Source: an optimization exercise on an open RTL-to-GDS flow (aim: small area). Production flows keep margins and buffers that such runs may drop.
The RTL was checked by simulation tests, not by an equivalence proof against the original design.
Power and IR drop assume default switching activity.

## lane 1
## flight_core
module flight_core (
  input  logic               clk,
  input  logic               reset,
  input  logic               arm,
  input  logic               rc_valid,
  input  logic [10:0]        rc_throttle,
  input  logic [10:0]        rc_roll,
  input  logic [10:0]        rc_pitch,
  input  logic [10:0]        rc_yaw,
  input  logic               gyro_valid,
  input  logic [15:0]        gyro_roll,
  input  logic [15:0]        gyro_pitch,
  input  logic [15:0]        gyro_yaw,
  output logic               motor_1,
  output logic               motor_2,
  output logic               motor_3,
  output logic               motor_4
);
Size in the first run: about 100 I/O pins.
==> flow/config.mk <==
export PLATFORM = sky130hd
export DESIGN_NAME = flight_core
export DESIGN_NICKNAME = flight_core
export VERILOG_FILES = /design/flow/design.v
export SDC_FILE = /design/flow/constraint.sdc
export NUM_CORES = 4
export LEC_CHECK = 0
export CAP_MARGIN = 20
export CORE_MARGIN = 2
export CORE_UTILIZATION = 40
export PLACE_DENSITY = 0.6
export SLEW_MARGIN = 20
export SYNTH_HIERARCHICAL = 1
export SYNTH_MINIMUM_KEEP_SIZE = 0
==> flow/constraint.sdc <==
create_clock -name core_clock -period 10.0 [get_ports {clk}]
set_input_delay 2.0000 -clock core_clock [delete_from_list [all_inputs] [get_ports {clk}]]
set_output_delay 2.0000 -clock core_clock [all_outputs]
set_load 0.01 [all_outputs]
standard.sh (not shown) runs the stock make flow with config.mk's settings and CLKGATE_MAP_FILE= SYNTH_SCRIPT=/design/flow/synth_recipe.tcl, a recipe that flattens the netlist after the stock synthesis.
==> flow/flow/run.sh <==
#!/bin/bash
# The standard layout, with the smallest buffer on the ports and a clock
# tree of small buffers without dummy loads. The make output goes to
# flow_make.log here; every tool's own log stays under orfs/logs.
set -euo pipefail
CTS="-sink_clustering_enable -repair_clock_nets -buf_list sky130_fd_sc_hd__clkbuf_4 -sink_clustering_size 12 -sink_clustering_max_diameter 60 -dont_use_dummy_load"
bash standard.sh \
  "BUFFER_PORTS_ARGS=-buffer_cell sky130_fd_sc_hd__buf_1" \
  "CTS_ARGS=$CTS" \
  finish > flow_make.log 2>&1
Lane 1 | status: complete | timing, DRC, antenna: pass
Input changes introduced in lane 2 (baseline for comparison: lane 1):
Settings: putting CTS_CLUSTER_SIZE at 16 where nothing was set; putting CTS_CLUSTER_DIAMETER at 60 where nothing was set; putting CTS_BUF_LIST at sky130_fd_sc_hd__clkbuf_8 where nothing was set.
==> flow/run.sh (new file) <==
#!/bin/bash
# synth_recipe.tcl (not shown) runs the flow's synth.tcl, then flattens the netlist and writes it again
# the make line also repeats each setting of config.mk as NAME=value (left out here)
make -C /OpenROAD-flow-scripts/flow DESIGN_CONFIG=/design/flow/config.mk WORK_HOME=/design/flow/orfs CLKGATE_MAP_FILE= SYNTH_SCRIPT=/design/flow/synth_recipe.tcl finish
removed: flow/flow/run.sh
removed: flow/standard.sh
Results
Total power: lane 2 > lane 1. Summary of lane 2 over lane 1: worst slack on hold paths now sits higher, sum of met2 wire segment lengths after detailed routing picked up an extra 970 um, non-clock buffer count has increased. Per the comparison of lane 2 with lane 1, cell area after layout has increased; fraction of power consumed by the clock network up 6.0 points; post-synthesis sequential element count level; post-synthesis to final-layout area growth now larger. Global-route usage, lane 2 and lane 1: higher on lane 2. Compared with lane 1, lane 2 shows a worst setup slack after layout that is 33 ps higher. Uppermost layer routed = met5: lane 1; uppermost layer routed = met4: lane 2. Summary of the comparison: post-CTS setup repair buffer count is higher in lane 2, relative to lane 1.


flight_core, a different RTL version from the one above (not shown whole).
For scale: about 1000 cells after synthesis, roughly 210 flip-flops, about 100 I/O pins, about 0.014 mm2 of cells after synthesis.
Design flight_core, start of the top module:
module flight_core (
  input  logic               clk,
  input  logic               reset,
  input  logic               arm,
  input  logic               rc_valid,
  input  logic [10:0]        rc_throttle,
  input  logic [10:0]        rc_roll,
  input  logic [10:0]        rc_pitch,
  input  logic [10:0]        rc_yaw,
  input  logic               gyro_valid,
  input  logic [15:0]        gyro_roll,
  input  logic [15:0]        gyro_pitch,
  input  logic [15:0]        gyro_yaw,
  output logic               motor_1,
  output logic               motor_2,
  output logic               motor_3,
  output logic               motor_4
);
==> flow/config.mk <==
export PLATFORM = sky130hd
export DESIGN_NAME = flight_core
export DESIGN_NICKNAME = flight_core
export VERILOG_FILES = /design/flow/design.v
export SDC_FILE = /design/flow/constraint.sdc
export NUM_CORES = 4
export LEC_CHECK = 0
export CAP_MARGIN = 20
export CORE_MARGIN = 2
export CORE_UTILIZATION = 55
export PLACE_DENSITY = 0.7
export SLEW_MARGIN = 20
export SYNTH_HIERARCHICAL = 1
export SYNTH_MINIMUM_KEEP_SIZE = 0
==> flow/constraint.sdc <==
create_clock -name core_clock -period 10.0 [get_ports {clk}]
set_input_delay 2.0000 -clock core_clock [delete_from_list [all_inputs] [get_ports {clk}]]
set_output_delay 2.0000 -clock core_clock [all_outputs]
set_load 0.01 [all_outputs]
==> flow/flow/run.sh <==
#!/bin/bash
# The standard layout, with the smallest buffer on the ports and a clock
# tree of small buffers without dummy loads. The make output goes to
# flow_make.log here; every tool's own log stays under orfs/logs.
set -euo pipefail
CTS="-sink_clustering_enable -repair_clock_nets -buf_list sky130_fd_sc_hd__clkbuf_4 -sink_clustering_size 10 -sink_clustering_max_diameter 50 -dont_use_dummy_load"
bash standard.sh \
  "BUFFER_PORTS_ARGS=-buffer_cell sky130_fd_sc_hd__buf_1" \
  "CTS_ARGS=$CTS" \
  finish > flow_make.log 2>&1
==> next run, changes <==
Settings changed: CORE_UTILIZATION 55 to 60, GPL_TIMING_DRIVEN set to 0, PLACE_DENSITY 0.7 to 0.75.
Result: Critical path depth goes up by 2. Clock-buffer cell count goes down by 1. Power shrinks slightly. Cell area is higher slightly. Utilization grows by 5.3 points. Worst hold slack degrades by 20 ps. Cell count goes down slightly. Sequential cell count does not change. Worst setup slack gains 9.7 ps. Global-route usage came out higher by 2.2 points. Via count decreases slightly.
==> next run, changes <==
Settings changed: CAP_MARGIN 20 to 0, CORE_UTILIZATION 60 to 40, GPL_TIMING_DRIVEN 0 to not set, PLACE_DENSITY 0.75 to 0.6, SLEW_MARGIN 20 to 0.
=>
- sequential share of layout area fell by 0.44 points
- cell count grows by 11%
- worst setup slack gets worse by 5.9 ps
- non-clock buffer count falls by 18
- via count shrinks by 0.84%
- register-to-register slack is about the same
- die area rises by 49%

-- afterwards: timing with drivers on the ports --
No port has a modelled driver above. Below, the same layouts with a new extraction and two added sets of constraints.
Step 1 assumes that a clkbuf_16 drives the clock port and a buf_2 every other input.
Step 2 also shifts input and output timing later by t, the mid clock arrival at the registers, as if the neighbouring blocks saw the same clock.
Three values: ideal ports, drivers, drivers and shift; two values: the first two.
| run | t, ns | slack for setup (ns) | worst setup path after step 2 | slew at the worst register clock pin (ns) | cell pins on the clock port's net |
|---|---|---|---|---|---|
| lane 1 | 0.694 | 0.220 / 0.220 / 0.220 | register to register | 0.12 / 0.12 | 1 |
| lane 2 | 0.591 | 0.253 / 0.253 / 0.253 | register to register | 0.09 / 0.09 | 1 |
| the first run of note 2 | 0.696 | 0.226 / 0.226 / 0.226 | register to register | 0.12 / 0.12 | 1 |
| the second run of note 2 | 0.680 | 0.236 / 0.236 / 0.236 | register to register | 0.11 / 0.11 | 1 |
| the third run of note 2 | 0.733 | 0.230 / 0.230 / 0.230 | register to register | 0.11 / 0.11 | 1 |
After both steps setup and hold are still met in every run listed.
